Context: an optimization exercise on an open-source flow, tuned for small area, a short achievable clock period and few clock cycles. The choices shown serve that exercise and are no tape-out recipe. In this exercise RTL edits were held to simulation tests only and were not proved equivalent to the original.

`constraint.sdc`:
```
create_clock -name core_clock -period 10.0 [get_ports {finish}]
set_input_delay 2.0000 -clock core_clock [delete_from_list [all_inputs] [get_ports {finish}]]
set_output_delay 2.0000 -clock core_clock [all_outputs]
set_load 0.01 [all_outputs]
```
`config.mk`:
```
export PLATFORM = sky130hd
export DESIGN_NAME = rbm_top
export DESIGN_NICKNAME = rbm_top
export VERILOG_FILES = /design/flow/design.v
export SDC_FILE = /design/flow/constraint.sdc
export NUM_CORES = 4
export LEC_CHECK = 0
export CAP_MARGIN = 20
export CORE_MARGIN = 2
export CORE_UTILIZATION = 40
export SLEW_MARGIN = 20
```
`design.v`:
```
`default_nettype none
package rbm_pkg;
  typedef struct packed {
    logic signed [12-1:0] feature;
    logic                          last;
  } feature_beat_t;
  typedef struct packed {
    logic signed [12-1:0] feature;
    logic [3:0]                    index;
    logic                          last;
  } feature_bcast_t;
  typedef struct packed {
    logic signed [20-1:0] score1;
    logic signed [20-1:0] score0;
    logic                           class_id;
  } rbm_result_t;
  typedef enum logic [1:0] {
    CL_IDLE,
    CL_ACCUMULATE,
    CL_HOLD
  } class_state_t;
  function automatic logic signed [8-1:0] hidden_weight(input int i, input int j);
    hidden_weight = ((7 * i + 13 * j) % 31) - 15;
  endfunction
  function automatic logic signed [24-1:0] hidden_bias(input int j);
    hidden_bias = 64 * j - 128;
  endfunction
  function automatic logic signed [8-1:0] class_weight(input int j, input int k);
    class_weight = ((5 * j + 11 * k) % 17) - 8;
  endfunction
  function automatic logic signed [20-1:0] class_bias(input int k);
    class_bias = 512 * k - 256;
  endfunction
endpackage
`default_nettype wire
`default_nettype none
module feature_sequencer (
  input  logic           finish,
  input  logic           rst_n,
  input  rbm_pkg::feature_beat_t  in_beat,
  input  logic           in_valid,
  output logic           in_ready,
  output rbm_pkg::feature_bcast_t bcast,
  output logic           bcast_valid,
  input  logic           units_ready
);
  logic [3:0] index_q;
  logic       xfer;
  assign in_ready    = units_ready;
  assign bcast_valid = in_valid;
  assign xfer        = in_valid & units_ready;
  always_comb begin
    bcast.feature = in_beat.feature;
    bcast.index   = index_q;
    bcast.last    = in_beat.last;
  end
  always_ff @(posedge finish or negedge rst_n) begin
    if (!rst_n) begin
      index_q <= '0;
    end else if (xfer) begin
      if (in_beat.last) begin
        index_q <= '0;
      end else begin
        index_q <= index_q + 4'd1;
      end
    end
  end
endmodule
`default_nettype wire
`default_nettype none
module hidden_unit #(
  parameter int UNIT_INDEX = 0
) (
  input  logic                   finish,
  input  logic                   rst_n,
  input  rbm_pkg::feature_bcast_t         bcast,
  input  logic                   bcast_valid,
  output logic                   ready,
  output logic [8-1:0] prob,
  output logic                   prob_valid,
  input  logic                   take
);
  localparam int ROM_DEPTH = 16;
  localparam logic signed [24-1:0] BIAS    = rbm_pkg::hidden_bias(UNIT_INDEX);
  localparam logic signed [24-1:0] SIG_MID = 128;
  localparam logic signed [24-1:0] PROB_MAX = (1 << 8) - 1;
  logic signed [8-1:0] weight_rom [ROM_DEPTH];
  logic signed [24-1:0]    acc;
  logic signed [24-1:0]    product;
  logic signed [24-1:0]    acc_next;
  logic signed [24-1:0]    z;
  logic signed [24-1:0]    sig_lin;
  logic [8-1:0]          sig_clamped;
  logic                            accept;
  for (genvar i = 0; i < ROM_DEPTH; i++) begin : g_rom
    if (i < 15) begin : g_used
      assign weight_rom[i] = rbm_pkg::hidden_weight(i, UNIT_INDEX);
    end else begin : g_unused
      assign weight_rom[i] = '0;
    end
  end
  assign ready  = ~prob_valid | take;
  assign accept = bcast_valid & ready;
  assign product  = $signed(bcast.feature) * weight_rom[bcast.index];
  assign acc_next = acc + product;
  assign z       = acc_next >>> 8;
  assign sig_lin = SIG_MID + (z >>> 2);
  always_comb begin
    if (sig_lin < 0) begin
      sig_clamped = '0;
    end else if (sig_lin > PROB_MAX) begin
      sig_clamped = '1;
    end else begin
      sig_clamped = sig_lin[8-1:0];
    end
  end
  always_ff @(posedge finish or negedge rst_n) begin
    if (!rst_n) begin
      acc        <= BIAS;
      prob_valid <= 1'b0;
    end else begin
      if (accept) begin
        acc <= bcast.last ? BIAS : acc_next;
      end
      if (accept && bcast.last) begin
        prob_valid <= 1'b1;
      end else if (take) begin
        prob_valid <= 1'b0;
      end
    end
  end
  always_ff @(posedge finish) begin
    if (accept && bcast.last) begin
      prob <= sig_clamped;
    end
  end
endmodule
`default_nettype wire
`default_nettype none
module class_layer (
  input  logic                                         finish,
  input  logic                                         rst_n,
  input  logic [5-1:0][8-1:0] probs,
  input  logic [5-1:0]                   probs_valid,
  output logic                                         take,
  output rbm_pkg::rbm_result_t                                  out_result,
  output logic                                         out_valid,
  input  logic                                         out_ready
);
  localparam int CNT_W = $clog2(5);
  localparam logic [CNT_W-1:0] LAST_UNIT = 5 - 1;
  rbm_pkg::class_state_t                    state;
  logic [CNT_W-1:0]                unit_cnt;
  logic [8-1:0]          prob_q [5];
  logic signed [8-1:0] weight_rom [2][5];
  logic signed [20-1:0]  score_q [2];
  logic signed [8:0]     prob_ext;
  for (genvar k = 0; k < 2; k++) begin : g_out
    for (genvar j = 0; j < 5; j++) begin : g_hid
      assign weight_rom[k][j] = rbm_pkg::class_weight(j, k);
    end
  end
  assign take      = (state == rbm_pkg::CL_IDLE) & (&probs_valid);
  assign out_valid = (state == rbm_pkg::CL_HOLD);
  assign prob_ext = $signed({1'b0, prob_q[unit_cnt]});
  always_comb begin
    out_result.score0   = score_q[0];
    out_result.score1   = score_q[1];
    out_result.class_id = (score_q[1] > score_q[0]);
  end
  always_ff @(posedge finish or negedge rst_n) begin
    if (!rst_n) begin
      state    <= rbm_pkg::CL_IDLE;
      unit_cnt <= '0;
    end else begin
      case (state)
        rbm_pkg::CL_IDLE: begin
          if (take) begin
            state    <= rbm_pkg::CL_ACCUMULATE;
            unit_cnt <= '0;
          end
        end
        rbm_pkg::CL_ACCUMULATE: begin
          unit_cnt <= unit_cnt + 1'b1;
          if (unit_cnt == LAST_UNIT) begin
            state <= rbm_pkg::CL_HOLD;
          end
        end
        rbm_pkg::CL_HOLD: begin
          if (out_ready) begin
            state <= rbm_pkg::CL_IDLE;
          end
        end
        default: state <= rbm_pkg::CL_IDLE;
      endcase
    end
  end
  always_ff @(posedge finish) begin
    if (take) begin
      for (int j = 0; j < 5; j++) begin
        prob_q[j] <= probs[j];
      end
      for (int k = 0; k < 2; k++) begin
        score_q[k] <= rbm_pkg::class_bias(k);
      end
    end else if (state == rbm_pkg::CL_ACCUMULATE) begin
      for (int k = 0; k < 2; k++) begin
        score_q[k] <= score_q[k] + prob_ext * weight_rom[k][unit_cnt];
      end
    end
  end
endmodule
`default_nettype wire
`default_nettype none
module rbm_top (
  input  logic          finish,
  input  logic          rst_n,
  input  rbm_pkg::feature_beat_t in_beat,
  input  logic          in_valid,
  output logic          in_ready,
  output rbm_pkg::rbm_result_t   out_result,
  output logic          out_valid,
  input  logic          out_ready
);
  rbm_pkg::feature_bcast_t                              bcast;
  logic                                        bcast_valid;
  logic                                        units_ready;
  logic [5-1:0]                  unit_ready;
  logic [5-1:0][8-1:0] probs;
  logic [5-1:0]                  probs_valid;
  logic                                        take;
  assign units_ready = &unit_ready;
  feature_sequencer u_seq (
    .finish      (finish),
    .rst_n       (rst_n),
    .in_beat     (in_beat),
    .in_valid    (in_valid),
    .in_ready    (in_ready),
    .bcast       (bcast),
    .bcast_valid (bcast_valid),
    .units_ready (units_ready)
  );
  for (genvar j = 0; j < 5; j++) begin : g_hidden
    hidden_unit #(
      .UNIT_INDEX (j)
    ) u_hidden (
      .finish      (finish),
      .rst_n       (rst_n),
      .bcast       (bcast),
      .bcast_valid (bcast_valid),
      .ready       (unit_ready[j]),
      .prob        (probs[j]),
      .prob_valid  (probs_valid[j]),
      .take        (take)
    );
  end
  class_layer u_class (
    .finish      (finish),
    .rst_n       (rst_n),
    .probs       (probs),
    .probs_valid (probs_valid),
    .take        (take),
    .out_result  (out_result),
    .out_valid   (out_valid),
    .out_ready   (out_ready)
  );
endmodule
`default_nettype wire
```
`run.sh`:
```
#!/bin/bash
# synth_recipe.tcl (not shown) runs the flow's synth.tcl, then flattens the netlist and writes it again
# the make line also repeats each setting of config.mk as NAME=value (left out here)
make -C /OpenROAD-flow-scripts/flow DESIGN_CONFIG=/design/flow/config.mk WORK_HOME=/design/flow/orfs CLKGATE_MAP_FILE= SYNTH_SCRIPT=/design/flow/synth_recipe.tcl finish
```
==> run notes <==
## registers in the layout (all words and copies together), names as in the netlist
signal,count
u_class.score_q,40
g_hidden.u_hidden.acc,120
u_class.unit_cnt,3
u_class.state,2
g_hidden.u_hidden.prob,40
u_class.prob_q,40
u_seq.index_q,4
g_hidden.u_hidden.prob_valid,5
## metrics by stage
| stage | setup WS [ns] | hold WS [ns] | std cells |
|---|---|---|---|
| final | 0.904 | 0.416 | 5390 |
| after CTS | 1.01 | 0.418 | 5390 |
| after global placement | 0.584 | 0.403 | 5326 |
| after floorplan | 1.45 | 0.400 | 4065 |
| after global routing | 0.357 | 0.430 | 5390 |
| after detailed placement | 0.417 | 0.405 | 5327 |
## cell usage in the layout (no fill, tap or decap), types with 27 or more instances in the layout
cell type / count
nor2b_1: 33
and2_1: 163
clkdlybuf4s50_1: 57
edfxtp_1: 80
a22o_1: 38
dfrtp_1: 97
nand2b_1: 47
nor3_1: 49
nand2_1: 295
dfstp_2: 37
o31ai_1: 28
nand3_1: 55
fa_1: 631
a21o_1: 59
a22oi_1: 27
buf_4: 74
clkbuf_16: 35
nor2_1: 263
ha_1: 432
a31oi_1: 31
a21oi_1: 163
xnor2_1: 119
xor2_1: 56
inv_1: 701
o21ai_0: 142
dfxtp_1: 40
## layer usage
metal / vias to the layer above / track usage
met4: 8 / 0.0460
met2: 427 / 0.323
met3: 102 / 0.0249
met1: 13900 / 0.264
li1: 13300 / -
met5: - / 0
## worst min-delay path by stage
stage / startpoint / to / slack [ns] / cells after the start
floorplan: g_hidden[0].u_hidden.prob[0] / u_class.prob_q[0][0] / 0.40 / 0
global placement: g_hidden[1].u_hidden.prob[7] / u_class.prob_q[1][7] / 0.40 / 0
detailed placement: g_hidden[0].u_hidden.prob[3] / u_class.prob_q[0][3] / 0.40 / 0
CTS: g_hidden[1].u_hidden.prob[6] / u_class.prob_q[1][6] / 0.42 / 0
global route: g_hidden[0].u_hidden.prob[5] / u_class.prob_q[0][5] / 0.43 / 0
finish: g_hidden[1].u_hidden.prob[6] / u_class.prob_q[1][6] / 0.42 / 0
## logic make-up after synthesis
group	after synthesis	synth area share
XOR/XNOR	175	0.0393
adder cells (fa/ha/maj)	1064	0.462
multiplexers	21	0.00561
buffers and inverters	851	0.0818
AO/OA/AOI/OAI	685	0.117
AND/OR/NAND/NOR	1015	0.125
flip-flops	254	0.169
## cells in the mapped netlist (11+ instances only)
cell        n
a22oi_1    27
mux2i_1    14
o22a_1     12
a21oi_1   163
a211oi_1   21
o31ai_1    28
dfstp_2    37
clkbuf_1  142
dfxtp_1    40
edfxtp_1   80
xor2_1     56
o21a_1     25
inv_1     702
a31oi_1    31
a22o_1     38
or2_2      22
or3_1      13
nor2b_1    34
nor2_1    265
o21ai_0   143
xnor2_1   119
and3_1     15
nand2_1   295
o21bai_1   25
a41o_1     15
a32oi_1    11
and2_1    163
dfrtp_1    97
fa_1      631
nand3_1    55
nor3_1     50
nand2b_1   47
a21o_1     59
ha_1      432
nand4_1    19
## worst max-delay path: cells and delay by family
family / cells / cell delay (ns)
AO/OA/AOI/OAI: 8 / 2.54
adder cells (fa/ha/maj): 6 / 2.43
AND/OR/NAND/NOR: 3 / 0.92
buffers and inverters: 4 / 1.47
## final cells by class
class / instances / area, um^2 / area share
Clock buffer: 45 / 963 / 0.0227
Clock inverter: 18 / 196 / 0.00463
Inverter: 703 / 2640 / 0.0622
Multi-Input combinational cell: 2960 / 29300 / 0.690
Sequential cell: 254 / 6600 / 0.156
Tap cell: 1276 / 1600 / 0.0376
Timing Repair Buffer: 134 / 1150 / 0.0271
==> impl_metrics.py <==
metrics = {
    "grt": {
        "grt_pass1_vias": 29400,
        "grt_usage": 0.192,
        "antenna_found_initial": 4,
        "grt-ovfl-total": 0,
        "grt_max_degree": 54,
        "grt_pass1_wl_um": 155000,
    },
    "clocking": {
        "cts-resized-gates": 0,
        "postCtsSetupBuffers": 0,
        "cts.sinks": 254,
        "cts.path.max_buffers": 3,
        "cts-root-buf": "clkbuf_16",
        "cts_hold_buf": 0,
        "cts_tree": "done",
        "clock_latency_ns": 0.57,
        "path_clk_slew_ns": 0.06,
        "cts_buffers": 35,
        "htreeDepth": 2,
    },
    "timing": {
        "hold_violations": 0,
        "setup_viol": 0,
        "relSlewSlack": 0.290,
        "fin_crit_sh": 0.910,
        "fin_worst_skew_ns": 0.0340,
        "max_slew.worst_pin.slew_ns": 1.06,
        "min_period_ns": 9.10,
        "rsz0062_at_grt": "no",
        "finalSetupTns_ns": 0,
        "final-max-slew-violation-count": 0,
        "max_freq_mhz": 110,
    },
    "setup_path": {
        "rr_startpoint": "u_seq.index_q[0]",
        "crit_chain": "clkdlybuf4s50_1 > inv_1 > nor4_1 > fa_1 > ha_1 > inv_1 > fa_1 > inv_1 > fa_1 > ha_1 > ha_1 > nor2b_1 > o21ai_0 > a21oi_1 > o21ai_0 > o21ai_0 > o41ai_1 > o311ai_0 > and4_1 > a21oi_1 > a21oi_1",
        "startpoint_type": "primary input",
        "critPathSlowestCell": "clkdlybuf4s50_1",
        "crit_end": "g_hidden[1].u_hidden.prob[5]",
        "crit_start": "in_beat[4]",
        "reg2regPathDepth": 27,
        "arrival_ns": 9.38,
        "cp.required_ns": 10.29,
        "crit_type": "in -> reg",
        "slowest_delay_ns": 1.01,
        "timing.rr.end": "g_hidden[0].u_hidden.prob[4]",
        "cp_max_fo": 19,
        "regToRegSetupSlack_ns": 1.19,
        "critPathCaptureType": "register",
    },
    "route": {
        "wl_met2_um": 43400,
        "drtIter0Drc": 1352,
        "routed.top_layer": "met5",
        "ant_nets": 0,
        "firstDrtPassIters": 5,
        "met1_length_um": 43200,
        "wirelength_um": 92200,
        "wl_per_cell_um": 17.1,
        "drc": 0,
        "route.vias.total": 27700,
        "route.met3.wl_um": 3460,
        "via_per_inst": 5.14,
    },
    "placed_design": {
        "dp_hpwl_um": 75400,
        "place_congestion": 0.854,
        "port_buffers": 59,
        "place_area_mm2": 0.0412,
    },
    "layout": {
        "area_growth_pct": 8.64,
        "fill_cells": 9396,
        "layout-drive-gt1-share": 0.0530,
        "final_util": 0.439,
        "finalNetCount": 5168,
        "final_cell_area_mm2": 0.0424,
        "diodes": 0,
    },
    "floorplan": {
        "fp.dieW_um": 316,
        "die_h_um": 316,
        "ios": 60,
        "row_count": 114,
        "core_area_mm2": 0.0967,
        "initial_core_util": 0.404,
        "dieArea_mm2": 0.100,
    },
    "job": {
        "drv_cap": 0,
    },
    "logic_synthesis": {
        "synth_warnings": 15,
        "syn_nets": 5145,
        "syn-mean-instance-area_um2": 9.60,
        "ys.flop_type": "dfrtp_1",
        "synth_top_cell_area_share": 0.324,
        "async_flop_share": 0.528,
        "ys_seq_area_frac": 0.169,
        "synthCells": 4065,
        "syn_area_mm2": 0.0390,
        "synth-edff-count": 80,
        "synthDistinctLibCells": 79,
        "yosys_register_bits": 254,
        "yosys.area.top_type": "fa_1",
        "synthTopCellsByArea": "fa_1 (32%), ha_1 (14%), inv_1 (6.7%)",
    },
    "outcome": {
        "status": "no timing/DRC/antenna violations",
    },
    "worst_hold_path": {
        "hold_path_class": "reg -> reg",
    },
}
Testbench counts, summed over its fixed seeds: cycles 5,816.

-- re-timing with driven ports --
How much do the figures lean on ideal ports? The routed layout below was timed once more, with nothing changed but the port constraints. Step 1, drivers: a clkbuf_16 drives finish and a buf_2 each remaining input, both assumed. Step 2 moves the port delays by t, midway between the first and last clock arrival at a register: inputs arrive t later, outputs are due t later. That takes back most of the time a late clock gives input paths. a / b / c = ideal / step 1 / step 2; a / b = the first two.
t, ns: 0.628
setup WS [ns]: 0.904 / 0.914 / 0.286
cell pins on the clock port's net: 1
After both steps setup and hold are still met in this run. For this run, drivers alone change the setup slack by +0.010 ns; drivers and shift together by -0.618 ns.
